Context: an optimization exercise on an open-source flow, tuned for small area, a short achievable clock period and few clock cycles. The choices shown serve that exercise and are no tape-out recipe.
Where RTL was checked, it was by simulation tests only, not by an equivalence proof against the original.
For runs 4 to 8, only the layout was checked, not whether the RTL still works.
No driver is modelled on the clock port, so clocking that relies on it looks cheaper here than on a real chip.
Power and IR drop assume default switching activity.

===== flow/config.mk =====
export PLATFORM = sky130hd
export DESIGN_NAME = l2_write_buffer
export DESIGN_NICKNAME = l2_write_buffer
export VERILOG_FILES = /design/flow/design.v
export SDC_FILE = /design/flow/constraint.sdc
export NUM_CORES = 4
export LEC_CHECK = 0
export CAP_MARGIN = 20
export CORE_AREA = 10 10 270 270
export CTS_CLUSTER_DIAMETER = 100
export CTS_CLUSTER_SIZE = 40
export DIE_AREA = 0 0 280 280
export SLEW_MARGIN = 20

===== flow/constraint.sdc =====
create_clock -name core_clock -period 5.0 [get_ports {clk_i}]
set_input_delay 1.0000 -clock core_clock [delete_from_list [all_inputs] [get_ports {clk_i}]]
set_output_delay 1.0000 -clock core_clock [all_outputs]
set_load 0.01 [all_outputs]

===== flow/design.v =====
package l2_wb_types;
    localparam int unsigned ADDR_WIDTH      = 16;
    localparam int unsigned LINE_WIDTH      = 256;
    localparam int unsigned OFFSET_BITS     = 5;
    localparam int unsigned LINE_ADDR_WIDTH = ADDR_WIDTH - OFFSET_BITS;
    typedef logic [ADDR_WIDTH-1:0]      addr_t;
    typedef logic [LINE_WIDTH-1:0]      line_t;
    typedef logic [LINE_ADDR_WIDTH-1:0] lineaddr_t;
    typedef enum logic [1:0] {IDLE, ACK, FWD_READ, DRAIN} wb_state_t;
    function automatic logic [LINE_ADDR_WIDTH-1:0] line_of(input logic [ADDR_WIDTH-1:0] a);
        line_of = a[ADDR_WIDTH-1:OFFSET_BITS];
    endfunction
    function automatic logic [ADDR_WIDTH-1:0] line_base(input logic [LINE_ADDR_WIDTH-1:0] l);
        line_base = {l, {OFFSET_BITS{1'b0}}};
    endfunction
endpackage
module l2_wb_storage (
    input  logic                clk_i,
    input  logic                load_w_i,
    input  logic                load_r_i,
    input  l2_wb_types::line_t  wdata_i,
    input  l2_wb_types::line_t  rdata_i,
    output l2_wb_types::line_t  data_o
);
    l2_wb_types::line_t data_q;
    logic hold;
    assign hold = !(load_w_i || load_r_i);
    always_ff @(posedge clk_i) begin
        data_q <= ({l2_wb_types::LINE_WIDTH{load_w_i}} & wdata_i)
                | ({l2_wb_types::LINE_WIDTH{load_r_i}} & rdata_i)
                | ({l2_wb_types::LINE_WIDTH{hold}}     & data_q);
    end
    assign data_o = data_q;
endmodule
module l2_write_buffer (
    input  logic   clk_i,
    input  logic   rst_i,
    input  logic   l2_read,
    input  logic   l2_write,
    input  l2_wb_types::addr_t  l2_address,
    input  l2_wb_types::line_t  l2_wdata,
    output logic   l2_resp,
    output l2_wb_types::line_t  l2_rdata,
    output logic   pmem_read,
    output logic   pmem_write,
    output l2_wb_types::addr_t  pmem_address,
    output l2_wb_types::line_t  pmem_wdata,
    input  logic   pmem_resp,
    input  l2_wb_types::line_t  pmem_rdata,
    output logic   wb_empty
);
    logic                   valid_q;       
    l2_wb_types::lineaddr_t line_q;        
    logic                   resp_q;
    logic                   pmem_read_q;   
    logic                   pmem_write_q;  
    logic                   wb_empty_q;
    l2_wb_types::line_t     data;
    logic hit;
    logic free;      
    logic new_req;   
    logic load_w;
    logic start_rd;
    logic rd_hit;
    logic fill;      
    assign hit      = valid_q && (line_q == l2_wb_types::line_of(l2_address));
    assign free     = !(pmem_read_q || pmem_write_q) || pmem_resp;
    assign new_req  = !resp_q && !pmem_read_q;
    assign load_w   = new_req && l2_write && free;
    assign rd_hit   = new_req && l2_read && hit;
    assign start_rd = new_req && l2_read && !hit && free;
    assign fill     = pmem_read_q && pmem_resp;
    l2_wb_storage u_storage (
        .clk_i   (clk_i),
        .load_w_i(load_w),
        .load_r_i(fill),
        .wdata_i (l2_wdata),
        .rdata_i (pmem_rdata),
        .data_o  (data)
    );
    always_ff @(posedge clk_i or posedge rst_i) begin
        if (rst_i) begin
            valid_q      <= 1'b0;
            line_q       <= '0;
            resp_q       <= 1'b0;
            pmem_read_q  <= 1'b0;
            pmem_write_q <= 1'b0;
            wb_empty_q   <= 1'b1;
        end else begin
            resp_q <= load_w || rd_hit || fill;
            if (pmem_resp) begin
                pmem_read_q  <= 1'b0;
                pmem_write_q <= 1'b0;
                if (pmem_read_q) valid_q <= 1'b1;
                if (pmem_write_q) wb_empty_q <= 1'b1;
            end
            if (load_w) begin
                valid_q      <= 1'b1;
                line_q       <= l2_wb_types::line_of(l2_address);
                pmem_write_q <= 1'b1;
                wb_empty_q   <= 1'b0;
            end
            if (start_rd) begin
                valid_q     <= 1'b0;
                line_q      <= l2_wb_types::line_of(l2_address);
                pmem_read_q <= 1'b1;
            end
        end
    end
    assign l2_resp      = resp_q;
    assign l2_rdata     = data;
    assign pmem_read    = pmem_read_q;
    assign pmem_write   = pmem_write_q;
    assign pmem_address = l2_wb_types::line_base(line_q);
    assign pmem_wdata   = data;
    assign wb_empty     = wb_empty_q;
endmodule

===== flow/flow/run.sh =====
#!/bin/bash
# Standard layout, with the port buffers made from the smallest plain buffer.
set -euo pipefail
export BUFFER_PORTS_ARGS="-buffer_cell sky130_fd_sc_hd__buf_1"
bash standard.sh > standard_flow.log 2>&1

===== flow/standard.sh =====
#!/bin/bash
# synth_recipe.tcl (not shown) runs the flow's synth.tcl, then flattens the netlist and writes it again
# the make line also repeats each setting of config.mk as NAME=value (left out here)
make -C /OpenROAD-flow-scripts/flow DESIGN_CONFIG=/design/flow/config.mk WORK_HOME=/design/flow/orfs CLKGATE_MAP_FILE= SYNTH_SCRIPT=/design/flow/synth_recipe.tcl "${@:-finish}"

==> impl_metrics.toml, run 1 <==
[logic_synthesis]
syn_inst = 1266
ys_seq_area_share_pct = 42.8
yosys.area.top_type_share_pct = 39.7
syn_area_sq_mm = 0.0129
ys_warn_count = 2
synth_area_leaders = "dfxtp_1, a221o_1, buf_4, and3_1, dfrtp_1"
avgSynthCellArea_sq_um = 10.2
synth-seq-cells = 272
synth_edf_count = 0
synth_cell_types = 32
ys_async_sr_fraction_pct = 5.88
netlist.top_cell.by_area = "dfxtp_1"
synth_flop_cell = "dfxtp_1"

[status]
error = "[ERROR PPL-0024] Number of IO pins (1065) exceeds maximum number of available positions (1010). Increase the die perimeter from 1120.00um to 1448.40um."
haltStage = "I/O pin placement (3_2_place_iop)"
outcome = "aborted with a tool error"

[floorplan]
die_x_um = 280
die_h_um = 280
start_util_pct = 19.3
rows = 95
==> cells by family after synthesis <==
family / after synthesis / synth area share, %
AO/OA/AOI/OAI: 297 / 22.3
XOR/XNOR: 11 / 0.746
buffers and inverters: 390 / 19.8
flip-flops: 272 / 42.8
multiplexers: 2 / 0.174
other: 1 / 0.0290
AND/OR/NAND/NOR: 293 / 14.2
==> cell usage after synthesis, drive strengths merged, types with 2 or more instances <==
cell and count:
buf 313, and3 257, a221o 256, dfxtp 256, clkbuf 74, dfrtp 15
nand3 11, xnor2 11, and4 10, a221oi 9, o211ai 9, o21ai 9
o31a 9, inv 3, nand4 3, nor2 3, or2 3, a21oi 2
mux2 2, nand2 2, nor3 2
Testbench counts, summed over its fixed seeds: cycles 25,351.
==> run 2, diff against run 1 <==
==> flow/flow/run.sh (replaced) <==
#!/bin/bash
# Standard layout (standard.sh) with: port buffers made from the smallest plain
# buffer, and high-fanout nets split into buffer trees before timing repair.
set -euo pipefail
export BUFFER_PORTS_ARGS="-buffer_cell sky130_fd_sc_hd__buf_1"
export PRE_RESIZE_TCL="$PWD/flow/pre_resize.tcl"
if [[ -f flow/pins.args ]]; then export PLACE_PINS_ARGS="$(cat flow/pins.args)"; fi
bash standard.sh > standard_flow.log 2>&1
==> flow/flow/pins.args (new file) <==
-min_distance 1 -min_distance_in_tracks
==> flow/flow/pre_resize.tcl (new file) <==
set_max_fanout 16 [current_design]
--- a/flow/config.mk
+++ b/flow/config.mk
@@ -6,8 +6,9 @@
 export NUM_CORES = 4
 export LEC_CHECK = 0
 export CAP_MARGIN = 20
-export CORE_AREA = 10 10 270 270
+export CORE_AREA = 10 10 230 230
 export CTS_CLUSTER_DIAMETER = 100
-export CTS_CLUSTER_SIZE = 40
-export DIE_AREA = 0 0 280 280
+export CTS_CLUSTER_SIZE = 24
+export DIE_AREA = 0 0 240 240
+export SETUP_SLACK_MARGIN = 3.0
 export SLEW_MARGIN = 20
==> run 2 against run 1 <==
  * The run now finishes clean
  * Area after synthesis did not move
  * Synthesized cell count did not move
==> impl_metrics.toml, run 2 <==
[status]
outcome = "complete, no violations"

[sta]
period_needed_ps = 2310
clock_skew_ps = 31.5
layout_setup_ws_ps = 2690
worst_pin_slew_ps = 1060
rsz0062_at_grt = "yes"
slew_violations = 0
max-slew-margin-rel_pct = 29.1
setup_viol = 0
hold_viol_final = 0
fmax_mhz = 432
finalCritPeriodShare_pct = 46.3

[floorplan]
start_util_pct = 27.0
io_pins = 1065
die_h_um = 240
rows = 80
die-area_sq_mm = 0.0576
core_sq_mm = 0.0478
die_x_um = 240

[clock_tree]
postCtsHoldBufs = 0
numCtsBuffers = 15
clkSlewWorstSetupHoldPaths_ps = 110
cts.sinks = 272
tritoncts = "done"
clockBufferDepth = 3
htreeDepth = 1
clk_latency_ps = 540
root_buffer = "clkbuf_16"

[place]
finalWeightedCongestion = 1.01
hpwl_um = 63200
dp_worst_setup_slack_ps = -2100
dp.cells = 2640
dpl-instance-area_sq_mm = 0.0161
portBuffers = 1054

[global_routing]
groute.layer.met3.usage_pct = 11.3
grt_pass1_wl_um = 107000
track_usage_pct = 24.9
met2_usage_pct = 36.8
grt_pass1_vias = 14900
use_met1_pct = 28.7
busiest_layer = "met2"
grt_max_degree = 26
overflow = 0
antenna_found_initial = 22

[cells_and_area]
layoutNonFillerInstCount = 2802
final_cell_mix = "buf_6, buf_1, and3_1, a221o_1, dfxtp_4"
top_regs = "u_storage.data_q x256, line_q x11"
nets = 2692
largest_reg_flops = 256
final_util_pct = 48.4
drive_above_1_share_pct = 48.1
fin_area_sq_mm = 0.0232
top_register = "u_storage.data_q"
final_common_cell = "buf_6"
area_growth_pct = 79.3

[logic_synthesis]
synth_area_leaders = "dfxtp_1, a221o_1, buf_4, and3_1, dfrtp_1"
synth_cell_types = 32
netlist.top_cell.by_area = "dfxtp_1"
ys_warn_count = 2
ys_seq_area_share_pct = 42.8
ys_async_sr_fraction_pct = 5.88
synth_flop_cell = "dfxtp_1"
yosys.area.top_type_share_pct = 39.7
avgSynthCellArea_sq_um = 10.2
syn_inst = 1266
synth_edf_count = 0
synth_most_common_cell = "buf_4"
synth_common_cells = "buf_4, and3_1, a221o_1, dfxtp_1, clkbuf_1"
syn_area_sq_mm = 0.0129
synth-seq-cells = 272

[route]
remaining_drc_errors = 0
wl_um = 85900
ant_nets = 0
via_per_inst = 5.60
drt_iter0_markers = 1334
routedWlPerCell_um = 30.6
num_vias = 15700
firstDrtPassIters = 6

[power]
p_per_area_mw_per_mm2 = 804
irDropWorstVdd_mv = 0.399
power.leakage_nw = 10.5

[worst_setup_path]
slowest_stage = "dfrtp_4"
worstPathMaxFanout = 5
cp.buffers_inverters = 2
crit_family = "flip-flops"
cp_slowest_stage_delay_ps = 510
path_cells = "buf_12, buf_6"
crit_type = "reg2out"
crit_arrival_ps = 1310
endpoint_kind = "primary output"
cp-start-kind = "flop"
worstPathRequired_ps = 4000
r2r_slack_ps = 2750

[run]
cap_violations = 0

[min_path]
hold_class = "reg2reg"
-- run 2: layer usage --
metal	share of wire (%)	vias to the layer above
met4	7.2	8
met5	0.057	-
met2	43	1390
li1	-	6456
met3	14	318
met1	36	7519
-- run 2: what timing repair did --
action | CTS | global route
resized for setup | 541 | 2340
gates cloned | 16 | 6
pin swaps | 26 | 21
setup buffers | 46 | 49
setup endpoints to repair | 799 | 789
-- run 2: area by class of cell --
type	instances	area [sq um]
tap	615	769
multi-input combinational	608	4990
antenna	25	62.6
clock buffer	17	383
fill	4188	24700
inverter	3	11.3
sequential	272	6260
timing repair buffer	1259	10700
clock inverter	3	21.3
-- run 2: per-stage QoR --
stage | hold slack (ps) | power, mW | TNS, ps
6_report | 518 | 18.6 | 0
5_1_grt | 535 | 19.2 | 0
4_1_cts | 524 | 13.9 | 0
3_5_place_dp | 493 | 11.4 | -295330
3_3_place_gp | 489 | 10.9 | 0
2_1_floorplan | 494 | 9.32 | 0
-- run 2: worst paths after layout --
path,start,end,cells past startpoint
min in group asynchronous,rst_i,line_q[3],2
setup reg to reg,pmem_read_q,u_storage.data_q[158],11
hold reg to reg,u_storage.data_q[124],u_storage.data_q[124],1
hold / removal,u_storage.data_q[124],u_storage.data_q[124],1
max in group asynchronous,rst_i,pmem_read_q,2
setup / recovery,pmem_read_q,pmem_read,2
-- run 2: power breakdown --
group          switching, mW  internal [mW]  leakage, nW  total, mW
logic                   4.99           6.82         7.85       11.8
registers               1.60           3.86         2.42       5.46
clock network          0.800          0.559        0.201       1.36
total                   7.39           11.2         10.5       18.6
-- run 2: kinds of logic after synthesis --
| kind of cell | count (synthesis) | share of synthesized area, % |
|---|---|---|
| buf+inv | 390 | 19.8 |
| simple gates | 293 | 14.2 |
| other cells | 1 | 0.0290 |
| compound gates | 297 | 22.3 |
| flops | 272 | 42.8 |
| xor+xnor | 11 | 0.746 |
| mux | 2 | 0.174 |
-- run 2: worst reg2reg max path, cell delays in order, from the launching register on --
cell and delay, ps:
dfrtp_4 510, buf_12 150, nor2_4 100, and3_4 220
buf_12 130, a21oi_4 40, buf_12 150, buf_12 130
buf_16 140, buf_6 120, buf_12 130, a221o_1 300
==> run 3, diff against run 2 <==
--- a/flow/config.mk
+++ b/flow/config.mk
@@ -7,8 +7,8 @@
 export LEC_CHECK = 0
 export CAP_MARGIN = 20
 export CORE_AREA = 10 10 230 230
-export CTS_CLUSTER_DIAMETER = 100
-export CTS_CLUSTER_SIZE = 24
+export CTS_CLUSTER_DIAMETER = 150
+export CTS_CLUSTER_SIZE = 30
 export DIE_AREA = 0 0 240 240
-export SETUP_SLACK_MARGIN = 3.0
+export SETUP_SLACK_MARGIN = 2.6
 export SLEW_MARGIN = 20
==> run 3 against run 2 <==
  * Still clean on timing, DRC and antenna
  * Flip-flop and latch count did not move
  * Sequential share of layout area rose by 6.6 points
  * Combinational power decreased by about 40%
  * Total power fell by 31%
  * Maximum frequency is 3.8% lower
  * Area after synthesis is the same
  * Setup slack got worse by 91 ps
  * Critical path depth increased by 1
  * Cell area decreased by 29%
  * Largest power group unchanged
==> impl_metrics.toml, run 3 <==
[cells_and_area]
top_regs = "u_storage.data_q x256, line_q x11"
top_register = "u_storage.data_q"
area_growth_pct = 27.4
largest_reg_flops = 256
fin_area_sq_mm = 0.0165
final_common_cell = "buf_1"
fill_cells = 5118
nets = 2582
final_cell_mix = "buf_1, and3_1, a221o_1, dfxtp_1, buf_4"
drive_above_1_share_pct = 5.85

[power]
power_mw = 12.8
irDropWorstVdd_mv = 0.376
intPower_mw = 6.45
p_per_area_mw_per_mm2 = 781
pwr-share-clk_pct = 10.0
power.leakage_nw = 6.81
comb_power_share_pct = 55.0
p_switching_mw = 6.40
netSwitchingFraction_pct = 49.8
pwr-share-seq_pct = 35.0

[logic_synthesis]
synth_area_leaders = "dfxtp_1, a221o_1, buf_4, and3_1, dfrtp_1"
ys_seq_area_share_pct = 42.8
synth_cell_types = 32
netlist.top_cell.by_area = "dfxtp_1"
syn_area_sq_mm = 0.0129
synth-seq-cells = 272
synth_common_cells = "buf_4, and3_1, a221o_1, dfxtp_1, clkbuf_1"
synth_flop_cell = "dfxtp_1"
yosys.area.top_type_share_pct = 39.7
synth_edf_count = 0
avgSynthCellArea_sq_um = 10.2
syn_inst = 1266
ys_warn_count = 2
synth_most_common_cell = "buf_4"
ys_async_sr_fraction_pct = 5.88

[route]
ant_nets = 0
firstDrtPassIters = 25
routedWlPerCell_um = 29.6
drt_iter0_markers = 1337
num_vias = 14700
remaining_drc_errors = 0
via_per_inst = 5.45
wl_um = 80200

[worst_setup_path]
endpoint_kind = "primary output"
crit_type = "reg2out"
cp-start-kind = "flop"
worstPathMaxFanout = 4
crit_arrival_ps = 1410
worstPathRequired_ps = 4000

[global_routing]
antenna_found_initial = 36
overflow = 0
grt_max_degree = 32
grt_pass1_vias = 14800
track_usage_pct = 25.2
grt_pass1_wl_um = 107000

[sta]
max-slew-margin-rel_pct = 48.2
period_needed_ps = 2410
hold_viol_final = 0
clock_skew_ps = 30.6
slew_violations = 0
worst_pin_slew_ps = 776
fmax_mhz = 416
rsz0062_at_grt = "yes"
layout_setup_ws_ps = 2590
finalCritPeriodShare_pct = 48.1
setup_viol = 0

[place]
portBuffers = 1054
hpwl_um = 65700
dpl-instance-area_sq_mm = 0.0160
finalWeightedCongestion = 1.03
dp_worst_setup_slack_ps = -2280

[clock_tree]
numCtsBuffers = 13
htreeDepth = 1
tritoncts = "done"
postCtsHoldBufs = 0
clk_latency_ps = 530
clkSlewWorstSetupHoldPaths_ps = 120
clockBufferDepth = 3
root_buffer = "clkbuf_16"
cts.sinks = 272

[floorplan]
die-area_sq_mm = 0.0576
core_sq_mm = 0.0478
io_pins = 1065
die_h_um = 240
die_x_um = 240
rows = 80
start_util_pct = 27.0

[min_path]
hold_class = "in2async"

[run]
cap_violations = 0

[status]
outcome = "complete, no violations"
[run 3: cell types whose count changed in the layout (fill, tap and decap cells not counted), moves of 39 or more]
cell     change
buf_12      -40
dfxtp_4    -163
buf_1      +524
buf_4       -39
buf_6      -544
dfxtp_2     -93
dfxtp_1    +256
[run 3: routing by layer]
layer / track usage, % / wire [um] / up-vias
met5: 0 / 58 / -
met4: 18.2 / 5980 / 10
met3: 11.1 / 10800 / 269
met2: 37.2 / 33500 / 1226
met1: 28.4 / 29800 / 7018
li1: - / - / 6204
[run 3: power groups by stage]
stage / clock network (mW) / logic (mW) / registers, mW
after global placement: 0 / 6.34 / 4.55
after CTS: 1.34 / 6.94 / 4.47
after detailed placement: 0 / 6.91 / 4.50
after global routing: 1.38 / 7.43 / 4.61
final: 1.29 / 7.07 / 4.50
after floorplan: 0 / 4.36 / 4.67
[run 3: worst max-delay path, cell delays in order, from the launching register on]
cell     delay (ps)
dfrtp_4         510
buf_12          140
buf_12          120
buf_6           110
[run 3: final timing paths]
kind | startpoint | to | slack (ps) | cells after the start
setup / recovery | pmem_read_q | pmem_read | 2590 | 3
hold / removal | rst_i | line_q[6] | 530 | 2
setup reg to reg | pmem_read_q | u_storage.data_q[11] | 2680 | 9
hold reg to reg | u_storage.data_q[154] | u_storage.data_q[154] | 530 | 1
max in group asynchronous | rst_i | pmem_read_q | 3980 | 2
min in group core_clock | u_storage.data_q[154] | u_storage.data_q[154] | 530 | 1
[run 3: timing repair]
action,CTS,global route
resized for setup,341,28
pin swaps,1,0
setup buffers,6,1
endpoints found under the setup margin,274,163
[run 3: final cells by class]
| cell class | count | area (sq um) | area share [%] |
|---|---|---|---|
| antenna | 38 | 95.1 | 0.578 |
| clock buffer | 14 | 329 | 2.00 |
| clock inverter | 3 | 32.5 | 0.198 |
| inverter | 3 | 11.3 | 0.0684 |
| multi-input combinational | 608 | 4880 | 29.7 |
| sequential | 272 | 5530 | 33.6 |
| tap | 615 | 769 | 4.68 |
| timing repair buffer | 1151 | 4810 | 29.2 |
[run 3: cells by family (layout without fill, tap and decap cells)]
family	after synthesis	after routing	share of synthesized area (%)
AO/OA/AOI/OAI	297	297	22.3
XOR/XNOR	11	11	0.746
buffers and inverters	390	1171	19.8
flip-flops	272	272	42.8
multiplexers	2	2	0.174
other	1	43	0.0290
AND/OR/NAND/NOR	293	293	14.2
[run 3: through the flow]
step | hold slack (ps) | utilization, % | instances | setup TNS [ps]
2_1_floorplan | 490 | - | 1270 | 0
3_3_place_gp | 488 | 31.9 | 2565 | 0
3_5_place_dp | 492 | 33.5 | 2642 | -285650
4_1_cts | 524 | 34.2 | 2665 | 0
5_1_grt | 543 | 34.3 | 2695 | 0
6_report | 527 | 34.4 | 2704 | 0
==> run 4, diff against run 3 <==
--- a/flow/design.v
+++ b/flow/design.v
@@ -54,7 +54,7 @@
     logic                   resp_q;
     logic                   pmem_read_q;   
     logic                   pmem_write_q;  
-    logic                   wb_empty_q;
+    logic                   dirty_q;       
     l2_wb_types::line_t     data;
     logic hit;
     logic free;      
@@ -63,6 +63,7 @@
     logic start_rd;
     logic rd_hit;
     logic fill;      
+    logic take;      
     assign hit      = valid_q && (line_q == l2_wb_types::line_of(l2_address));
     assign free     = !(pmem_read_q || pmem_write_q) || pmem_resp;
     assign new_req  = !resp_q && !pmem_read_q;
@@ -70,6 +71,7 @@
     assign rd_hit   = new_req && l2_read && hit;
     assign start_rd = new_req && l2_read && !hit && free;
     assign fill     = pmem_read_q && pmem_resp;
+    assign take     = new_req && (l2_read || l2_write) && free;
     l2_wb_storage u_storage (
         .clk_i   (clk_i),
         .load_w_i(load_w),
@@ -85,24 +87,25 @@
             resp_q       <= 1'b0;
             pmem_read_q  <= 1'b0;
             pmem_write_q <= 1'b0;
-            wb_empty_q   <= 1'b1;
+            dirty_q      <= 1'b0;
         end else begin
             resp_q <= load_w || rd_hit || fill;
             if (pmem_resp) begin
                 pmem_read_q  <= 1'b0;
                 pmem_write_q <= 1'b0;
                 if (pmem_read_q) valid_q <= 1'b1;
-                if (pmem_write_q) wb_empty_q <= 1'b1;
+                if (pmem_write_q) dirty_q <= 1'b0;
+            end
+            if (take) begin
+                line_q <= l2_wb_types::line_of(l2_address);
             end
             if (load_w) begin
                 valid_q      <= 1'b1;
-                line_q       <= l2_wb_types::line_of(l2_address);
                 pmem_write_q <= 1'b1;
-                wb_empty_q   <= 1'b0;
+                dirty_q      <= 1'b1;
             end
             if (start_rd) begin
                 valid_q     <= 1'b0;
-                line_q      <= l2_wb_types::line_of(l2_address);
                 pmem_read_q <= 1'b1;
             end
         end
@@ -113,5 +116,5 @@
     assign pmem_write   = pmem_write_q;
     assign pmem_address = l2_wb_types::line_base(line_q);
     assign pmem_wdata   = data;
-    assign wb_empty     = wb_empty_q;
+    assign wb_empty     = !dirty_q;
 endmodule
--- a/flow/config.mk
+++ b/flow/config.mk
@@ -7,8 +7,8 @@
 export LEC_CHECK = 0
 export CAP_MARGIN = 20
 export CORE_AREA = 10 10 230 230
-export CTS_CLUSTER_DIAMETER = 150
-export CTS_CLUSTER_SIZE = 30
+export CTS_CLUSTER_DIAMETER = 100
+export CTS_CLUSTER_SIZE = 24
 export DIE_AREA = 0 0 240 240
-export SETUP_SLACK_MARGIN = 2.6
+export SETUP_SLACK_MARGIN = 3.0
 export SLEW_MARGIN = 20
==> run 4 against run 3 <==
  * Via count fell by 1.5%
  * Still clean on timing, DRC and antenna
  * Routed wire length is 7.9% lower
  * Sequential share of layout area shrank 3.9 points
  * Register-to-register slack better by 290 ps
  * Synthesized cell count grew 13%
  * Sequential power increased by about 20%
  * Critical path type is now in2reg
  * Maximum frequency increased by 15%
  * Count of clock-buffer cells in the layout grew 3
==> impl_metrics.toml, run 4 <==
[status]
outcome = "complete, no violations"

[cells_and_area]
seqCellArea_sq_mm = 0.00626
top_regs = "u_storage.data_q x256, line_q x11"
layoutNonFillerInstCount = 2883
nets = 2793
multi_input_area_sq_mm = 0.00460
final_util_pct = 44.0
final_cell_mix = "buf_6, buf_1, nand2_1"
area_growth_pct = 69.7
largest_reg_flops = 256
final_common_cell = "buf_6"
fin_area_sq_mm = 0.0211
fill_cells = 4300
top_register = "u_storage.data_q"
drive_above_1_share_pct = 43.5

[sta]
tns_ps = 0
hold_viol_final = 0
hold_slack_ps = 469
slew_violations = 0
worst_pin_slew_ps = 619
max-slew-margin-rel_pct = 58.7
period_needed_ps = 2090
layout_setup_ws_ps = 2910
clock_skew_ps = 40.7
setup_viol = 0
finalCritPeriodShare_pct = 41.7
rsz0062_at_grt = "yes"
fmax_mhz = 479

[logic_synthesis]
synth_edf_count = 0
synth_common_cells = "nand2_1, buf_4, a22oi_1, dfxtp_1, buf_6"
syn_area_sq_mm = 0.0124
avgSynthCellArea_sq_um = 8.65
yosys.area.top_type_share_pct = 41.3
netlist.top_cell.by_area = "dfxtp_1"
synth-seq-cells = 272
ys_async_sr_fraction_pct = 5.88
synth_most_common_cell = "nand2_1"
ys_seq_area_share_pct = 44.5
syn_inst = 1434
synth_cell_types = 25
ys_warn_count = 2
synth_flop_cell = "dfxtp_1"
synth_area_leaders = "dfxtp_1, buf_4, nand2_1, a22oi_1, buf_6"

[clock_tree]
htreeDepth = 1
postCtsHoldBufs = 0
clkSlewWorstSetupHoldPaths_ps = 100
clk_latency_ps = 530
cts.sinks = 272
root_buffer = "clkbuf_16"
numCtsBuffers = 15
clockBufferDepth = 3
tritoncts = "done"

[power]
p_per_area_mw_per_mm2 = 796
comb_power_share_pct = 60.0
pwr-share-seq_pct = 32.2
power_mw = 16.8
irDropWorstVdd_mv = 0.520
pwr-share-clk_pct = 7.8
p_switching_mw = 6.97
intPower_mw = 9.79
power.leakage_nw = 9.44
netSwitchingFraction_pct = 41.6

[route]
drt_iter0_markers = 908
via_per_inst = 5.03
ant_nets = 0
remaining_drc_errors = 0
num_vias = 14500
m1WireLength_um = 24200
route.met3.wl_um = 11700
dr_wl_met2_um = 32000
wl_um = 73800
routed.top_layer = "met5"
firstDrtPassIters = 18
routedWlPerCell_um = 25.6

[floorplan]
rows = 80
start_util_pct = 25.9
die_x_um = 240
core_sq_mm = 0.0478
io_pins = 1065
die-area_sq_mm = 0.0576
die_h_um = 240

[worst_setup_path]
endpoint_kind = "flop"
worstPathRequired_ps = 5380
reg2reg_depth = 10
cp-start-kind = "input port"
regToRegStartpoint = "pmem_read_q"
crit_type = "in2reg"
worstPathMaxFanout = 16
rr_endpoint = "u_storage.data_q[136]"
r2r_slack_ps = 2970
crit_arrival_ps = 2470
crit_start = "pmem_resp"

[place]
finalWeightedCongestion = 0.971
dp.cells = 2824
portBuffers = 1054
hpwl_um = 56400
dpl-instance-area_sq_mm = 0.0154
dp_worst_setup_slack_ps = -1880

[global_routing]
antenna_found_initial = 8
grt_pass1_vias = 13600
grt_pass1_wl_um = 89900
grt_max_degree = 26
overflow = 0
track_usage_pct = 20.8

[min_path]
hp-start = "u_storage.data_q[96]"
whs_endpoint = "u_storage.data_q[96]"
hold_class = "reg2reg"
hold_path_depth = 2

[run]
cap_violations = 0
-- run 4: changes by cell type in the layout (fill, tap and decap cells not counted), sizes merged, moves of 8 or more --
cell,previous run,this run
a221o,256,0
a22oi,0,256
diode,38,5
o211ai,9,0
and3,257,2
mux2,2,11
nand2,2,515
a221oi,9,0
nand3,11,1
buf,1125,1145
and4,10,0
o31a,9,1
-- run 4: area by class of cell --
type | instances | share of cell area (%)
flip-flops and latches | 272 | 29.7
repair buffers | 1153 | 42.7
clock inverters | 3 | 0.125
inverters | 3 | 0.0535
diodes | 5 | 0.0594
well taps | 615 | 3.66
multi-input cells | 815 | 21.9
clock buffers | 17 | 1.82
-- run 4: cells by family (layout without fill, tap and decap cells) --
family                 Yosys count  in the layout  share of synthesized area (%)
AO/OA/AOI/OAI                  261            261                           15.9
XOR/XNOR                        11             11                          0.776
buffers and inverters          351           1176                           21.2
flip-flops                     272            272                           44.5
multiplexers                    11             11                           1.30
other                            1             10                         0.0302
AND/OR/NAND/NOR                527            527                           16.3
-- run 4: timing repair --
item / 4_1_cts / 5_1_grt
setup buffers: 9 / 25
gates resized for setup: 837 / 1571
hold endpoints to repair: 0 / 0
pin swaps: 1 / 3
endpoints found under the setup margin: 796 / 726
-- run 4: power groups by stage --
stage	clock network (mW)	registers, mW	logic [mW]
final	1.31	5.40	10.1
after global routing	1.43	5.52	10.5
after CTS	1.37	4.57	7.17
after detailed placement	0	4.46	6.40
after global placement	0	4.44	6.00
after floorplan	0	4.66	4.28
-- run 4: worst max path at each step --
stage / cells after the start / slack [ps] / to
floorplan: 6 / 2910 / line_q[0]
global placement: 6 / 2120 / u_storage.data_q[109]
detailed placement: 11 / -1880 / u_storage.data_q[52]
CTS: 1 / 2880 / l2_rdata[109]
global route: 1 / 2880 / l2_rdata[109]
finish: 10 / 2910 / u_storage.data_q[136]
-- run 4: metal layers --
metal / vias up / GRT usage (%)
met4: 4 / 14.2
met1: 6588 / 22.5
li1: 6239 / -
met2: 1363 / 32.4
met5: - / 0
met3: 308 / 9.30
-- run 4: worst max-delay path: stages --
cell     delay [ps]
buf_2           130
and2_4          160
buf_12          140
buf_12          130
buf_4           130
buf_8           140
buf_8           140
buf_12          150
a22oi_1         220
nand2_1         110
==> run 5, diff against run 4 <==
--- a/flow/design.v
+++ b/flow/design.v
@@ -63,7 +63,9 @@
     logic start_rd;
     logic rd_hit;
     logic fill;      
+    logic fill_q;    
     logic take;      
+    logic keep;      
     assign hit      = valid_q && (line_q == l2_wb_types::line_of(l2_address));
     assign free     = !(pmem_read_q || pmem_write_q) || pmem_resp;
     assign new_req  = !resp_q && !pmem_read_q;
@@ -72,10 +74,11 @@
     assign start_rd = new_req && l2_read && !hit && free;
     assign fill     = pmem_read_q && pmem_resp;
     assign take     = new_req && (l2_read || l2_write) && free;
+    assign keep     = resp_q || pmem_read_q || !(l2_read || l2_write) || (pmem_write_q && !pmem_resp);
     l2_wb_storage u_storage (
         .clk_i   (clk_i),
         .load_w_i(load_w),
-        .load_r_i(fill),
+        .load_r_i(fill_q),
         .wdata_i (l2_wdata),
         .rdata_i (pmem_rdata),
         .data_o  (data)
@@ -83,7 +86,6 @@
     always_ff @(posedge clk_i or posedge rst_i) begin
         if (rst_i) begin
             valid_q      <= 1'b0;
-            line_q       <= '0;
             resp_q       <= 1'b0;
             pmem_read_q  <= 1'b0;
             pmem_write_q <= 1'b0;
@@ -96,9 +98,6 @@
                 if (pmem_read_q) valid_q <= 1'b1;
                 if (pmem_write_q) dirty_q <= 1'b0;
             end
-            if (take) begin
-                line_q <= l2_wb_types::line_of(l2_address);
-            end
             if (load_w) begin
                 valid_q      <= 1'b1;
                 pmem_write_q <= 1'b1;
@@ -110,6 +109,11 @@
             end
         end
     end
+    always_ff @(posedge clk_i) begin
+        line_q <= ({l2_wb_types::LINE_ADDR_WIDTH{take}}  & l2_wb_types::line_of(l2_address))
+                | ({l2_wb_types::LINE_ADDR_WIDTH{keep}}  & line_q);
+        fill_q <= !rst_i && (start_rd || (pmem_read_q && !pmem_resp));
+    end
     assign l2_resp      = resp_q;
     assign l2_rdata     = data;
     assign pmem_read    = pmem_read_q;
--- a/flow/config.mk
+++ b/flow/config.mk
@@ -6,9 +6,9 @@
 export NUM_CORES = 4
 export LEC_CHECK = 0
 export CAP_MARGIN = 20
-export CORE_AREA = 10 10 230 230
+export CORE_AREA = 10 10 360 360
 export CTS_CLUSTER_DIAMETER = 100
-export CTS_CLUSTER_SIZE = 24
-export DIE_AREA = 0 0 240 240
-export SETUP_SLACK_MARGIN = 3.0
+export CTS_CLUSTER_SIZE = 20
+export DIE_AREA = 0 0 370 370
+export SETUP_SLACK_MARGIN = 2.7
 export SLEW_MARGIN = 20
removed: flow/flow/pins.args
==> run 5 against run 4 <==
  * Still clean
  * Setup slack lost 230 ps
  * Flip-flop and latch count up 1
  * Non-clock buffer count decreased by 29
  * Total power decreased by 8.3%
  * First-iteration DRC count is 15% higher
  * Die area grew 140%
  * Global-route usage shrank 5.3 points
  * Clock power is 82% higher
  * Worst hold slack lost 250 ps
  * Clock skew rose by 2.5 ps
  * Count of clock-buffer cells in the layout grew 15
  * Critical path type unchanged
  * Largest power group unchanged
==> impl_metrics.toml, run 5 <==
[logic_synthesis]
ys_seq_area_share_pct = 43.6
avgSynthCellArea_sq_um = 10.7
synth_area_leaders = "dfxtp_1, a22o_1, buf_4, a21o_1, buf_6"
synth_cell_types = 29
netlist.top_cell.by_area = "dfxtp_1"
yosys.area.top_type_share_pct = 42.6
syn_area_sq_mm = 0.0126
ys_async_sr_fraction_pct = 1.83
synth-seq-cells = 273
syn_inst = 1180
synth_most_common_cell = "buf_4"
synth_flop_cell = "dfxtp_1"
synth_edf_count = 0
synth_common_cells = "buf_4, dfxtp_1, a21o_1, a22o_1, clkbuf_1"
ys_warn_count = 2

[global_routing]
overflow = 0
antenna_found_initial = 98
grt_max_degree = 22
busiest_layer = "met2"
grt_pass1_vias = 12800
use_met1_pct = 18.0
track_usage_pct = 15.6
groute.layer.met3.usage_pct = 8.13
met2_usage_pct = 25.7
grt_pass1_wl_um = 142000

[worst_setup_path]
path_cells = "buf_1, nand2b_4, and3_4, buf_12, clkdlybuf4s50_1, a22o_1, a21o_1"
crit_family = "buffers and inverters"
crit_arrival_ps = 2880
endpoint_kind = "flop"
cp-start-kind = "input port"
slowest_stage = "clkdlybuf4s50_1"
cp.buffers_inverters = 3
cp_slowest_stage_delay_ps = 700
worstPathRequired_ps = 5570
crit_type = "in2reg"
worstPathMaxFanout = 9

[place]
finalWeightedCongestion = 0.934
portBuffers = 1054
dpl-instance-area_sq_mm = 0.0167
hpwl_um = 102000

[sta]
hold_viol_final = 0
hold_slack_ps = 224
setup_viol = 0
fmax_mhz = 432
rsz0062_at_grt = "yes"
worst_pin_slew_ps = 851
period_needed_ps = 2320
finalCritPeriodShare_pct = 46.3
max-slew-margin-rel_pct = 43.3
slew_violations = 0
tns_ps = 0
clock_skew_ps = 43.2

[floorplan]
die-area_sq_mm = 0.137
die_x_um = 370
start_util_pct = 10.3
io_pins = 1065
die_h_um = 370
rows = 128
core_sq_mm = 0.122

[route]
routedWlPerCell_um = 31.4
via_per_inst = 3.69
ant_nets = 0
num_vias = 13400
drt_iter0_markers = 1048
wl_um = 115000
firstDrtPassIters = 5
remaining_drc_errors = 0

[power]
p_per_area_mw_per_mm2 = 826
power.leakage_nw = 8.58
irDropWorstVdd_mv = 0.388

[cells_and_area]
final_cell_mix = "buf_1, a22o_1, a21o_1"
fin_area_sq_mm = 0.0186
final_common_cell = "buf_1"
area_growth_pct = 47.9
final_util_pct = 15.3
top_register = "u_storage.data_q"
top_regs = "u_storage.data_q x256, line_q x11"
fill_cells = 14000
largest_reg_flops = 256
drive_above_1_share_pct = 21.4
nets = 2522

[clock_tree]
cts.sinks = 273
root_buffer = "clkbuf_16"
postCtsHoldBufs = 0
clkSlewWorstSetupHoldPaths_ps = 100
tritoncts = "done"
clk_latency_ps = 650
clockBufferDepth = 3
htreeDepth = 1
numCtsBuffers = 27

[min_path]
hold_class = "in2async"

[status]
outcome = "complete, no violations"

[run]
cap_violations = 0
[run 5: cell types whose count changed in the layout (fill, tap and decap cells not counted), sizes merged, moves of 7 or more]
cell,change
diode,+8
clkdlybuf4s50,+7
nand2,-512
a22o,+256
clkbuf,+39
clkdlybuf4s15,+12
a22oi,-256
dlygate4sd2,+7
dfrtp,-11
inv,+7
a21o,+256
dfxtp,+12
buf,-80
[run 5: metal layers]
layer,vias up,wire [um]
met4,52,2220
li1,5710,-
met5,-,338
met2,879,53500
met1,6598,43900
met3,209,14700
[run 5: per-stage QoR]
| stage | setup slack (ps) | instances | total power, mW |
|---|---|---|---|
| after floorplan | 2880 | 1184 | 9.08 |
| after global placement | 2220 | 3524 | 12.0 |
| after detailed placement | -1410 | 3579 | 12.6 |
| after CTS | 2680 | 3633 | 15.7 |
| after global routing | 2670 | 3637 | 16.3 |
| final | 2680 | 3647 | 15.4 |
[run 5: cells by family (layout without fill, tap and decap cells)]
kind of cell / Yosys count / in the layout / synth area share (%)
AO/OA/AOI/OAI: 518 / 518 / 33.4
buffers and inverters: 350 / 1175 / 20.4
flip-flops: 273 / 273 / 43.6
AND/OR/NAND/NOR: 16 / 16 / 0.825
XOR/XNOR: 11 / 11 / 0.765
multiplexers: 11 / 11 / 0.984
other: 1 / 18 / 0.0298
[run 5: what timing repair did]
action / CTS / global route
setup buffers: 5 / 1
pin swaps: 2 / 1
resized for setup: 621 / 61
endpoints found under the setup margin: 523 / 168
[run 5: where the power goes]
group          internal (mW)  switching, mW
registers               3.40           1.04
clock network           1.15           1.23
logic                   3.23           5.32
total                   7.78           7.59
[run 5: final cells by class]
| cell class | count | area [sq um] | area share (%) |
|---|---|---|---|
| multi-input cells | 561 | 4560 | 24.5 |
| diodes | 13 | 32.5 | 0.175 |
| well taps | 1625 | 2030 | 10.9 |
| repair buffers | 1124 | 5470 | 29.4 |
| flip-flops and latches | 273 | 5550 | 29.8 |
| inverters | 2 | 7.51 | 0.0403 |
| clock buffers | 32 | 704 | 3.78 |
| clock inverters | 17 | 260 | 1.40 |
[run 5: worst paths after layout]
kind                                             from                    end  slack [ps]  cells after the start
worst max-delay path                        pmem_resp  u_storage.data_q[103]        2680                      7
worst min-delay path                            rst_i                 resp_q         220                      2
worst max register to register                 fill_q   u_storage.data_q[18]        2770                      7
worst min register to register  u_storage.data_q[232]  u_storage.data_q[232]         470                      1
max in group asynchronous                       rst_i           pmem_write_q        4610                      2
min in group core_clock         u_storage.data_q[232]  u_storage.data_q[232]         470                      1
==> run 6, diff against run 5 <==
--- a/flow/config.mk
+++ b/flow/config.mk
@@ -10,5 +10,5 @@
 export CTS_CLUSTER_DIAMETER = 100
 export CTS_CLUSTER_SIZE = 20
 export DIE_AREA = 0 0 370 370
-export SETUP_SLACK_MARGIN = 2.7
+export SETUP_SLACK_MARGIN = 2.9
 export SLEW_MARGIN = 20
==> run 6 against run 5 <==
  * Routed wire length shrank 0.59%
  * Sequential share of layout area shrank 2.7 points
  * Area after synthesis is the same
  * Total power grew 23%
  * Clock skew shrank 20 ps
  * Clock power shrank 16%
  * Global-route usage shrank 0.43 points
  * Maximum frequency grew 2.4%
  * Utilization grew 3.5 points
  * Critical path depth shrank 6
  * Largest power group unchanged
==> impl_metrics.toml, run 6 <==
[status]
outcome = "complete, no violations"

[logic_synthesis]
synth-seq-cells = 273
synth_most_common_cell = "buf_4"
synth_edf_count = 0
ys_warn_count = 2
syn_inst = 1180
syn_area_sq_mm = 0.0126
yosys.area.top_type_share_pct = 42.6
avgSynthCellArea_sq_um = 10.7
ys_async_sr_fraction_pct = 1.83
synth_common_cells = "buf_4, dfxtp_1, a21o_1, a22o_1, clkbuf_1"
synth_area_leaders = "dfxtp_1, a22o_1, buf_4, a21o_1, buf_6"
ys_seq_area_share_pct = 43.6
synth_flop_cell = "dfxtp_1"
netlist.top_cell.by_area = "dfxtp_1"
synth_cell_types = 29

[floorplan]
rows = 128
core_sq_mm = 0.122
start_util_pct = 10.3
io_pins = 1065
die_x_um = 370
die_h_um = 370
die-area_sq_mm = 0.137

[power]
pwr-share-clk_pct = 10.6
netSwitchingFraction_pct = 42.4
p_per_area_mw_per_mm2 = 825
power.leakage_nw = 10.5
irDropWorstVdd_mv = 0.429
pwr-share-seq_pct = 28.7
intPower_mw = 10.9
p_switching_mw = 8.01
comb_power_share_pct = 60.7

[sta]
slew_violations = 0
setup_viol = 0
fmax_mhz = 442
hold_viol_final = 0
period_needed_ps = 2260
finalCritPeriodShare_pct = 45.2
worst_pin_slew_ps = 840
rsz0062_at_grt = "yes"
clock_skew_ps = 23.0
hold_slack_ps = 267
tns_ps = 0
max-slew-margin-rel_pct = 44.0

[worst_setup_path]
cp_slowest_stage_delay_ps = 490
worstPathRequired_ps = 4000
crit_family = "flip-flops"
worstPathMaxFanout = 3
crit_type = "reg2out"
slowest_stage = "dfxtp_4"
r2r_slack_ps = 2870
cp.buffers_inverters = 1
endpoint_kind = "primary output"
path_cells = "buf_6"
crit_arrival_ps = 1260
cp-start-kind = "flop"

[global_routing]
grt_pass1_vias = 12700
grt_max_degree = 21
track_usage_pct = 15.1
antenna_found_initial = 83
overflow = 0
grt_pass1_wl_um = 138000

[route]
drt_iter0_markers = 772
firstDrtPassIters = 5
ant_nets = 0
via_per_inst = 3.66
num_vias = 13400
wl_um = 114000
routedWlPerCell_um = 31.1
remaining_drc_errors = 0

[cells_and_area]
drive_above_1_share_pct = 46.6
area_growth_pct = 81.9
top_regs = "u_storage.data_q x256, line_q x11"
top_register = "u_storage.data_q"
nets = 2545
largest_reg_flops = 256
final_cell_mix = "buf_1, buf_6, a22o_1, a21o_1, dfxtp_4"
fill_cells = 13400
final_common_cell = "buf_1"

[clock_tree]
clockBufferDepth = 3
postCtsHoldBufs = 0
htreeDepth = 1
clk_latency_ps = 610
clkSlewWorstSetupHoldPaths_ps = 90
tritoncts = "done"
numCtsBuffers = 22
root_buffer = "clkbuf_16"
cts.sinks = 273

[place]
finalWeightedCongestion = 0.945
hpwl_um = 100000
portBuffers = 1054

[min_path]
hold_class = "in2async"

[run]
cap_violations = 0
==> run 6: cell types whose count changed in the layout (fill, tap and decap cells not counted), sizes merged, moves of 5 or more <==
| cell | delta |
|---|---|
| buf | +71 |
| clkbuf | -26 |
| clkdlybuf4s15 | -10 |
| clkdlybuf4s50 | -7 |
| dlygate4sd2 | -5 |
| inv | -6 |
==> run 6: through the flow <==
step	std cells	area [sq um]	power, mW	utilization (%)	setup slack [ps]
after global placement	3524	16200	12.0	13.3	2050
after detailed placement	3578	16700	12.6	13.7	-1500
after CTS	3631	18800	15.8	15.5	2650
after floorplan	1184	12600	9.09	-	2910
after global routing	3654	22900	19.9	18.8	2690
final	3663	22900	18.9	18.8	2740
==> run 6: cell type report <==
type / instances / area, sq um / area share [%]
tap: 1625 / 2030 / 8.88
antenna: 10 / 25.0 / 0.109
sequential: 273 / 6220 / 27.1
inverter: 2 / 7.51 / 0.0328
clock buffer: 27 / 599 / 2.62
timing repair buffer: 1152 / 9300 / 40.6
multi-input combinational: 561 / 4560 / 19.9
clock inverter: 13 / 164 / 0.716
==> run 6: cells by family (layout without fill, tap and decap cells) <==
logic type,after synthesis,in the layout,synth area share (%)
other cells,1,15,0.0298
compound gates,518,518,33.4
simple gates,16,16,0.825
buf+inv,350,1194,20.4
flops,273,273,43.6
mux,11,11,0.984
xor+xnor,11,11,0.765
==> run 6: power by group through the flow <==
stage	logic, mW	clock network, mW	registers, mW
finish	11.5	2.00	5.42
global route	12.1	2.16	5.58
CTS	9.09	2.09	4.64
detailed placement	8.13	0	4.46
global placement	7.64	0	4.39
floorplan	4.41	0	4.67
==> run 6: worst paths after layout <==
check / to / cells after the start / from
max in group asynchronous: pmem_read_q / 2 / rst_i
max: pmem_wdata[210] / 1 / u_storage.data_q[210]
min reg2reg: u_storage.data_q[247] / 1 / u_storage.data_q[247]
max reg2reg: u_storage.data_q[158] / 8 / pmem_read_q
min in group core_clock: u_storage.data_q[247] / 1 / u_storage.data_q[247]
min: resp_q / 2 / rst_i
==> run 6: what timing repair did <==
action | in CTS | in global routing
gates resized for setup | 823 | 1843
endpoints found under the setup margin | 783 | 673
pin swaps | 3 | 9
gates cloned | 1 | 2
buffers inserted | 12 | 20
==> run 6: layer usage <==
layer  track usage [%]  routed length, um  vias to the layer above  share of wire [%]
li1                  -                  -                     5775                  -
met1              17.4              43000                     6579                 38
met2              25.1              53900                      806                 47
met3              8.06              14000                      200                 12
met4              2.32               2640                       52                2.3
met5                 0                393                        -               0.34
==> run 7, diff against run 6 <==
==> flow/flow/run.sh (replaced) <==
#!/bin/bash
# Standard layout (standard.sh) with: port buffers made from the smallest plain
# buffer, high-fanout nets split into buffer trees before timing repair, and
# the pins placed on more metal layers so that the die can be smaller.
set -euo pipefail
export BUFFER_PORTS_ARGS="-buffer_cell sky130_fd_sc_hd__buf_1"
export PRE_RESIZE_TCL="$PWD/flow/pre_resize.tcl"
if [[ -f flow/pins.args ]]; then export PLACE_PINS_ARGS="$(cat flow/pins.args)"; fi
if [[ -f flow/io_v.txt ]]; then export IO_PLACER_V="$(cat flow/io_v.txt)"; fi
if [[ -f flow/io_h.txt ]]; then export IO_PLACER_H="$(cat flow/io_h.txt)"; fi
if [[ -f flow/post_cts.tcl ]]; then export POST_CTS_TCL="$PWD/flow/post_cts.tcl"; fi
bash standard.sh > standard_flow.log 2>&1
==> flow/flow/pins.args (new file) <==
-min_distance 1 -min_distance_in_tracks
--- a/flow/config.mk
+++ b/flow/config.mk
@@ -6,9 +6,9 @@
 export NUM_CORES = 4
 export LEC_CHECK = 0
 export CAP_MARGIN = 20
-export CORE_AREA = 10 10 360 360
+export CORE_AREA = 10 10 230 230
 export CTS_CLUSTER_DIAMETER = 100
 export CTS_CLUSTER_SIZE = 20
-export DIE_AREA = 0 0 370 370
-export SETUP_SLACK_MARGIN = 2.9
+export DIE_AREA = 0 0 240 240
+export SETUP_SLACK_MARGIN = 2.6
 export SLEW_MARGIN = 20
==> run 7 against run 6 <==
  * Final cell count decreased by 28%
  * Combinational power fell by 41%
  * Sequential power shrank 18%
  * Flip-flop and latch count did not move
  * First-iteration DRC count is 14% higher
  * Die area fell by 58%
  * Cell area is 29% lower
  * Register-to-register slack got worse by 140 ps
  * Critical path depth is 10 higher
==> impl_metrics.toml, run 7 <==
[status]
outcome = "complete, no violations"

[route]
num_vias = 13100
wl_um = 71400
routedWlPerCell_um = 27.1
drt_iter0_markers = 883
firstDrtPassIters = 6
via_per_inst = 4.98
remaining_drc_errors = 0
ant_nets = 0

[place]
portBuffers = 1054
finalWeightedCongestion = 1.03
dpl-instance-area_sq_mm = 0.0154
hpwl_um = 60500
dp_worst_setup_slack_ps = -2710

[global_routing]
grt_pass1_vias = 13300
overflow = 0
grt_pass1_wl_um = 94700
antenna_found_initial = 38
track_usage_pct = 22.4
grt_max_degree = 22

[sta]
max-slew-margin-rel_pct = 58.6
finalCritPeriodShare_pct = 47.7
slew_violations = 0
rsz0062_at_grt = "no"
fmax_mhz = 419
period_needed_ps = 2390
worst_pin_slew_ps = 621
hold_viol_final = 0
clock_skew_ps = 28.4
layout_setup_ws_ps = 2610
tns_ps = 0
setup_viol = 0

[logic_synthesis]
synth_area_leaders = "dfxtp_1, a22o_1, buf_4, a21o_1, buf_6"
syn_inst = 1180
ys_warn_count = 2
syn_area_sq_mm = 0.0126
synth_flop_cell = "dfxtp_1"
ys_seq_area_share_pct = 43.6
synth_most_common_cell = "buf_4"
synth-seq-cells = 273
ys_async_sr_fraction_pct = 1.83
synth_edf_count = 0
synth_cell_types = 29
netlist.top_cell.by_area = "dfxtp_1"
avgSynthCellArea_sq_um = 10.7
synth_common_cells = "buf_4, dfxtp_1, a21o_1, a22o_1, clkbuf_1"
yosys.area.top_type_share_pct = 42.6

[power]
power.leakage_nw = 7.39
irDropWorstVdd_mv = 0.388
p_per_area_mw_per_mm2 = 793
power_mw = 12.8

[worst_setup_path]
worstPathMaxFanout = 16
endpoint_kind = "flop"
cp-start-kind = "input port"
crit_start = "pmem_resp"
crit_arrival_ps = 2820
regToRegStartpoint = "pmem_read_q"
crit_type = "in2reg"
worstPathRequired_ps = 5430

[floorplan]
die_h_um = 240
io_pins = 1065
die-area_sq_mm = 0.0576
die_x_um = 240
start_util_pct = 26.3
core_sq_mm = 0.0478
rows = 80

[cells_and_area]
drive_above_1_share_pct = 5.53
nets = 2515
top_register = "u_storage.data_q"
final_util_pct = 33.8
area_growth_pct = 28.4
fin_area_sq_mm = 0.0162
top_regs = "u_storage.data_q x256, line_q x11"
largest_reg_flops = 256
final_cell_mix = "buf_1, dfxtp_1, a21o_1"
final_common_cell = "buf_1"

[run]
cap_violations = 0

[clock_tree]
clk_latency_ps = 530
tritoncts = "done"
clkSlewWorstSetupHoldPaths_ps = 90
cts.sinks = 273

[min_path]
hold_class = "in2async"
## run 7: cell families after synthesis
kind of cell / Yosys count / share of synthesized area [%]
AND/OR/NAND/NOR: 16 / 0.825
AO/OA/AOI/OAI: 518 / 33.4
flip-flops: 273 / 43.6
XOR/XNOR: 11 / 0.765
buffers and inverters: 350 / 20.4
multiplexers: 11 / 0.984
other: 1 / 0.0298
## run 7: layout make-up
class	instances	area [sq um]
Antenna cell	36	90.1
Fill cell	5172	31700
Multi-Input combinational cell	561	4580
Inverter	2	7.51
Clock buffer	22	507
Sequential cell	273	5490
Tap cell	615	769
Timing Repair Buffer	1125	4670
Clock inverter	5	51.3
## run 7: per-layer routing
layer / GRT usage [%] / vias up / routed length [um]
met2: 31.9 / 1109 / 28800
met1: 24.7 / 6065 / 26700
met3: 11.7 / 258 / 10000
met4: 17.2 / 10 / 5700
li1: - / 5694 / -
met5: 1.42 / - / 165
## run 7: per-stage QoR
step / hold slack, ps / std cells
global route: 347 / 2635
finish: 345 / 2639
global placement: 458 / 2513
floorplan: 489 / 1184
detailed placement: 462 / 2571
## run 7: where the power goes
part / internal, mW / switching, mW
Sequential: 3.36 / 1.10
Combinational: 2.56 / 4.23
Clock: 0.738 / 0.840
Total: 6.66 / 6.17
## run 7: final timing paths
kind	end	slack (ps)	cells past startpoint
max	u_storage.data_q[156]	2610	11
min	pmem_write_q	340	2
max reg2reg	u_storage.data_q[156]	2730	10
min reg2reg	u_storage.data_q[171]	480	1
max in group asynchronous	resp_q	4480	2
min in group core_clock	u_storage.data_q[171]	480	1
## run 7: critical path: stages
cell,delay (ps)
buf_2,130
nand2b_4,140
and3_4,170
buf_12,140
buf_6,160
buf_4,140
buf_4,180
buf_6,170
buf_4,200
a22o_1,220
a21o_1,150
==> run 8, diff against run 7 <==
==> flow/flow/io_v.txt (new file) <==
met2 met4
--- a/flow/config.mk
+++ b/flow/config.mk
@@ -6,9 +6,9 @@
 export NUM_CORES = 4
 export LEC_CHECK = 0
 export CAP_MARGIN = 20
-export CORE_AREA = 10 10 230 230
+export CORE_AREA = 10 10 290 290
 export CTS_CLUSTER_DIAMETER = 100
 export CTS_CLUSTER_SIZE = 20
-export DIE_AREA = 0 0 240 240
+export DIE_AREA = 0 0 300 300
 export SETUP_SLACK_MARGIN = 2.6
 export SLEW_MARGIN = 20
removed: flow/flow/pins.args
==> run 8 against run 7 <==
  * Highest routed layer unchanged
  * Critical endpoint is now pmem_wdata[4]
  * Synthesized cell count did not move
  * First-iteration DRC count up 6.9%
  * Still clean on timing, DRC and antenna
  * Combinational power is essentially flat
  * Largest power group unchanged
  * Critical path type is now reg2out
==> impl_metrics.toml, run 8 <==
[status]
outcome = "complete, no violations"

[global_routing]
met2_usage_pct = 24.5
use_met1_pct = 17.1
groute.layer.met3.usage_pct = 8.13
grt_max_degree = 22
track_usage_pct = 15.5
antenna_found_initial = 18
overflow = 0
grt_pass1_vias = 13400
grt_pass1_wl_um = 102000
busiest_layer = "met2"

[clock_tree]
clkSlewWorstSetupHoldPaths_ps = 90
tritoncts = "done"
clk_latency_ps = 560
cts.sinks = 273

[power]
p_per_area_mw_per_mm2 = 781
irDropWorstVdd_mv = 0.308
power.leakage_nw = 7.44

[cells_and_area]
drive_above_1_share_pct = 5.74
top_register = "u_storage.data_q"
top_regs = "u_storage.data_q x256, line_q x11"
final_cell_mix = "buf_1, dfxtp_1, a21o_1"
area_growth_pct = 31.7
final_common_cell = "buf_1"
largest_reg_flops = 256
nets = 2511

[route]
ant_nets = 0
drt_iter0_markers = 944
via_per_inst = 4.32
firstDrtPassIters = 5
routedWlPerCell_um = 25.2
num_vias = 13100
remaining_drc_errors = 0
wl_um = 76400

[logic_synthesis]
avgSynthCellArea_sq_um = 10.7
ys_warn_count = 2
synth_most_common_cell = "buf_4"
synth_edf_count = 0
netlist.top_cell.by_area = "dfxtp_1"
yosys.area.top_type_share_pct = 42.6
synth-seq-cells = 273
synth_common_cells = "buf_4, dfxtp_1, a21o_1, a22o_1, clkbuf_1"
synth_cell_types = 29
synth_flop_cell = "dfxtp_1"
syn_inst = 1180
syn_area_sq_mm = 0.0126
ys_seq_area_share_pct = 43.6
synth_area_leaders = "dfxtp_1, a22o_1, buf_4, a21o_1, buf_6"
ys_async_sr_fraction_pct = 1.83

[sta]
setup_viol = 0
tns_ps = 0
period_needed_ps = 2350
slew_violations = 0
fmax_mhz = 425
worst_pin_slew_ps = 685
hold_viol_final = 0
layout_setup_ws_ps = 2650
rsz0062_at_grt = "yes"
finalCritPeriodShare_pct = 47.0
max-slew-margin-rel_pct = 54.3
clock_skew_ps = 19.4

[worst_setup_path]
crit_arrival_ps = 1350
crit_family = "buffers and inverters"
worstPathRequired_ps = 4000
crit_type = "reg2out"
path_cells = "buf_1"
slowest_stage = "buf_1"
worstPathMaxFanout = 3
endpoint_kind = "primary output"
cp-start-kind = "flop"
cp.buffers_inverters = 1
cp_slowest_stage_delay_ps = 430

[floorplan]
die_h_um = 300
io_pins = 1065
core_sq_mm = 0.0776
die-area_sq_mm = 0.0900
rows = 102
die_x_um = 300
start_util_pct = 16.2

[run]
cap_violations = 0

[min_path]
hold_class = "in2async"

[place]
hpwl_um = 66600
portBuffers = 1054
finalWeightedCongestion = 0.973
dp_worst_setup_slack_ps = -2590
==> run 8: logic make-up after synthesis <==
kind of cell    share of synthesized area [%]
other cells                            0.0298
xor+xnor                                0.765
flops                                    43.6
mux                                     0.984
buf+inv                                  20.4
simple gates                            0.825
compound gates                           33.4
==> run 8: worst register-to-register path, stage by stage, from the launching register on <==
cell	delay [ps]
dfxtp_4	460
buf_4	230
dlygate4sd2_1	690
clkdlybuf4s15_2	530
a22o_1	240
a21o_1	80
==> run 8: area by class of cell <==
type,count,area (sq um)
antenna,5,12.5
clock buffer,22,487
clock inverter,7,92.6
fill,8716,61000
inverter,2,7.51
multi-input combinational,561,4570
sequential,273,5490
tap,1040,1300
timing repair buffer,1121,4620
==> run 8: power by group <==
| part | switching, mW | internal, mW | total, mW |
|---|---|---|---|
| clock network | 0.878 | 0.769 | 1.65 |
| logic | 4.28 | 2.54 | 6.82 |
| registers | 1.13 | 3.36 | 4.49 |
| total | 6.28 | 6.67 | 13.0 |
==> run 8: metal layers <==
layer,up-vias,routed length [um]
met5,-,122
met4,18,4440
met3,413,10100
li1,5651,-
met2,1052,33800
met1,5963,28000
==> run 8: worst paths after layout <==
check                                 startpoint                     to  slack, ps  cells past startpoint
max in group asynchronous                  rst_i            pmem_read_q       4500                      2
min reg2reg                u_storage.data_q[111]  u_storage.data_q[111]        480                      1
max reg2reg                               fill_q  u_storage.data_q[144]       2710                      5
min                                        rst_i                valid_q        320                      2
max                          u_storage.data_q[4]          pmem_wdata[4]       2650                      1
min in group core_clock    u_storage.data_q[111]  u_storage.data_q[111]        480                      1
==> run 8: metrics by stage <==
step | area [sq um] | utilization (%) | cells | hold WS (ps) | power (mW)
floorplan | 12600 | - | 1184 | 489 | 9.08
global placement | 15400 | 19.9 | 2938 | 454 | 11.0
detailed placement | 16000 | 20.6 | 2997 | 461 | 11.4
global route | 16600 | 21.4 | 3028 | 289 | 13.7
finish | 16600 | 21.4 | 3031 | 320 | 13.0
==> run 9, diff against run 8 <==
--- a/flow/design.v
+++ b/flow/design.v
@@ -49,12 +49,15 @@
     input  l2_wb_types::line_t  pmem_rdata,
     output logic   wb_empty
 );
+    logic                   resp_q;
+    logic                   pmem_read_q;
+    logic                   pmem_write_q;
+    logic                   dirty_q;       
     logic                   valid_q;       
+    logic                   resp_i_q;
+    logic                   rd_i_q;        
+    logic                   wr_i_q;        
     l2_wb_types::lineaddr_t line_q;        
-    logic                   resp_q;
-    logic                   pmem_read_q;   
-    logic                   pmem_write_q;  
-    logic                   dirty_q;       
     l2_wb_types::line_t     data;
     logic hit;
     logic free;      
@@ -63,56 +66,60 @@
     logic start_rd;
     logic rd_hit;
     logic fill;      
-    logic fill_q;    
     logic take;      
     logic keep;      
+    logic resp_d;
+    logic rd_d;
+    logic wr_d;
     assign hit      = valid_q && (line_q == l2_wb_types::line_of(l2_address));
-    assign free     = !(pmem_read_q || pmem_write_q) || pmem_resp;
-    assign new_req  = !resp_q && !pmem_read_q;
+    assign free     = !(rd_i_q || wr_i_q) || pmem_resp;
+    assign new_req  = !resp_i_q && !rd_i_q;
     assign load_w   = new_req && l2_write && free;
     assign rd_hit   = new_req && l2_read && hit;
     assign start_rd = new_req && l2_read && !hit && free;
-    assign fill     = pmem_read_q && pmem_resp;
+    assign fill     = rd_i_q && pmem_resp;
     assign take     = new_req && (l2_read || l2_write) && free;
-    assign keep     = resp_q || pmem_read_q || !(l2_read || l2_write) || (pmem_write_q && !pmem_resp);
+    assign keep     = resp_i_q || rd_i_q || !(l2_read || l2_write) || (wr_i_q && !pmem_resp);
+    assign resp_d   = load_w || rd_hit || fill;
+    assign rd_d     = start_rd || (rd_i_q && !pmem_resp);
+    assign wr_d     = load_w || (wr_i_q && !pmem_resp);
     l2_wb_storage u_storage (
         .clk_i   (clk_i),
         .load_w_i(load_w),
-        .load_r_i(fill_q),
+        .load_r_i(rd_i_q),
         .wdata_i (l2_wdata),
         .rdata_i (pmem_rdata),
         .data_o  (data)
     );
     always_ff @(posedge clk_i or posedge rst_i) begin
         if (rst_i) begin
-            valid_q      <= 1'b0;
             resp_q       <= 1'b0;
             pmem_read_q  <= 1'b0;
             pmem_write_q <= 1'b0;
             dirty_q      <= 1'b0;
+            valid_q      <= 1'b0;
         end else begin
-            resp_q <= load_w || rd_hit || fill;
-            if (pmem_resp) begin
-                pmem_read_q  <= 1'b0;
-                pmem_write_q <= 1'b0;
-                if (pmem_read_q) valid_q <= 1'b1;
-                if (pmem_write_q) dirty_q <= 1'b0;
+            resp_q       <= resp_d;
+            pmem_read_q  <= rd_d;
+            pmem_write_q <= wr_d;
+            if (load_w) begin
+                dirty_q <= 1'b1;
+            end else if (wr_i_q && pmem_resp) begin
+                dirty_q <= 1'b0;
             end
-            if (load_w) begin
-                valid_q      <= 1'b1;
-                pmem_write_q <= 1'b1;
-                dirty_q      <= 1'b1;
-            end
-            if (start_rd) begin
-                valid_q     <= 1'b0;
-                pmem_read_q <= 1'b1;
+            if (load_w || fill) begin
+                valid_q <= 1'b1;
+            end else if (start_rd) begin
+                valid_q <= 1'b0;
             end
         end
     end
     always_ff @(posedge clk_i) begin
-        line_q <= ({l2_wb_types::LINE_ADDR_WIDTH{take}}  & l2_wb_types::line_of(l2_address))
-                | ({l2_wb_types::LINE_ADDR_WIDTH{keep}}  & line_q);
-        fill_q <= !rst_i && (start_rd || (pmem_read_q && !pmem_resp));
+        resp_i_q <= !rst_i && resp_d;
+        rd_i_q   <= !rst_i && rd_d;
+        wr_i_q   <= !rst_i && wr_d;
+        line_q <= ({l2_wb_types::LINE_ADDR_WIDTH{take}} & l2_wb_types::line_of(l2_address))
+                | ({l2_wb_types::LINE_ADDR_WIDTH{keep}} & line_q);
     end
     assign l2_resp      = resp_q;
     assign l2_rdata     = data;
==> run 9 against run 8 <==
  * Still clean on timing, DRC and antenna
  * Worst hold slack better by 71 ps
  * Global-route usage is 0.89 points lower
  * Critical path type is now in2reg
  * Maximum frequency is 0.74% lower
  * Critical path depth grew 10
  * Synthesized cell count increased by 0.51%
  * Setup slack got worse by 18 ps
  * Via count is 0.80% higher
  * Combinational power is 57% lower
  * Non-clock buffer count is 11 higher
==> impl_metrics.toml, run 9 <==
[status]
outcome = "complete, no violations"

[worst_setup_path]
endpoint_kind = "flop"
rr_endpoint = "u_storage.data_q[88]"
cp-start-kind = "input port"
reg2reg_depth = 7
crit_family = "buffers and inverters"
r2r_slack_ps = 2660
path_cells = "buf_2, nand2b_4, and3_4, buf_12, buf_12, buf_12, buf_12, buf_12, buf_12, a22o_1, a21o_1"
crit_arrival_ps = 2800
worstPathMaxFanout = 17
crit_type = "in2reg"
slowest_stage = "and3_4"
worstPathRequired_ps = 5430

[floorplan]
die_h_um = 300
die-area_sq_mm = 0.0900
rows = 102
io_pins = 1065
start_util_pct = 16.3

[route]
routedWlPerCell_um = 23.9
ant_nets = 0
wl_um = 72700
drt_iter0_markers = 883

[cells_and_area]
largest_reg_flops = 256
seqCellArea_sq_mm = 0.00554
final_util_pct = 21.6
fin_area_sq_mm = 0.0168
final_cell_mix = "buf_1, dfxtp_1, a22o_1"
layoutNonFillerInstCount = 3046
nets = 2527
area_growth_pct = 32.7
multi_input_area_sq_mm = 0.00460

[global_routing]
antenna_found_initial = 16
grt_max_degree = 22
grt_pass1_vias = 13600
track_usage_pct = 14.6

[place]
dp_worst_setup_slack_ps = -2550
dpl-instance-area_sq_mm = 0.0161
finalWeightedCongestion = 0.977
portBuffers = 1054
hpwl_um = 62900
dp.cells = 3006

[power]
netSwitchingFraction_pct = 41.0
power_mw = 7.85
p_per_area_mw_per_mm2 = 467
intPower_mw = 4.63

[logic_synthesis]
netlist.top_cell.by_area = "dfxtp_1"
ys_warn_count = 2
syn_area_sq_mm = 0.0127
avgSynthCellArea_sq_um = 10.7
syn_inst = 1186
synth_cell_types = 33
synth_area_leaders = "dfxtp_1, a22o_1, buf_4, a21o_1, buf_6"
synth_flop_cell = "dfxtp_1"
synth_most_common_cell = "dfxtp_1"
ys_async_sr_fraction_pct = 1.82
yosys.area.top_type_share_pct = 42.7

[run]
cap_violations = 0

[sta]
worst_pin_slew_ps = 636
setup_viol = 0
clock_skew_ps = 23.6
slew_violations = 0
max-slew-margin-rel_pct = 57.6
hold_viol_final = 0
tns_ps = 0
fmax_mhz = 422
rsz0062_at_grt = "yes"
period_needed_ps = 2370

[min_path]
hold_class = "in2async"

[clock_tree]
clkSlewWorstSetupHoldPaths_ps = 90
tritoncts = "done"
cts.sinks = 275
run 9: how the worst max path moves through the flow:
| stage | end | slack [ps] | depth (start not counted) |
|---|---|---|---|
| 3_5_place_dp | u_storage.data_q[51] | -2550 | 11 |
| 6_report | u_storage.data_q[166] | 2630 | 11 |
| 2_1_floorplan | u_storage.data_q[100] | 2860 | 7 |
| 3_3_place_gp | u_storage.data_q[129] | 2090 | 7 |
| 5_1_grt | u_storage.data_q[201] | 2600 | 9 |
run 9: kinds of logic (layout without fill, tap and decap cells):
| kind of cell | count (synthesis) | after routing | share of synthesized area, % |
|---|---|---|---|
| AO/OA/AOI/OAI | 521 | 521 | 33.5 |
| XOR/XNOR | 11 | 11 | 0.762 |
| buffers and inverters | 350 | 1160 | 20.1 |
| flip-flops | 275 | 275 | 43.7 |
| multiplexers | 11 | 11 | 0.979 |
| other | 1 | 11 | 0.0296 |
| AND/OR/NAND/NOR | 17 | 17 | 0.949 |
run 9: power by group through the flow:
stage / sequential, mW / clock (mW) / combinational [mW]
2_1_floorplan: 3.42 / 0 / 1.85
6_report: 3.33 / 1.58 / 2.93
3_3_place_gp: 3.36 / 0 / 2.80
5_1_grt: 3.38 / 1.72 / 3.16
3_5_place_dp: 3.36 / 0 / 2.95
run 9: metal layers:
| metal | wire, um | GRT usage, % | up-vias |
|---|---|---|---|
| li1 | - | - | 5690 |
| met1 | 25100 | 15.4 | 6047 |
| met2 | 32800 | 23.5 | 1043 |
| met3 | 10500 | 8.40 | 404 |
| met4 | 4120 | 6.30 | 18 |
| met5 | 107 | 0 | - |
run 9: layout make-up:
class | count | share of cell area, %
antenna | 6 | 0.0894
clock buffer | 22 | 2.96
clock inverter | 4 | 0.350
inverter | 2 | 0.0447
multi-input combinational | 565 | 27.4
sequential | 275 | 33.0
tap | 1040 | 7.75
timing repair buffer | 1132 | 28.4
Testbench counts of run 9, summed over its fixed seeds: cycles 25,351.

Setup slack of run 9, layout unchanged: 2.630 ns with ideal ports, 2.602 ns with driving cells assumed (clock clkbuf_16, inputs buf_2), 2.059 ns with port delays also shifted by the 0.592 ns mid clock arrival.
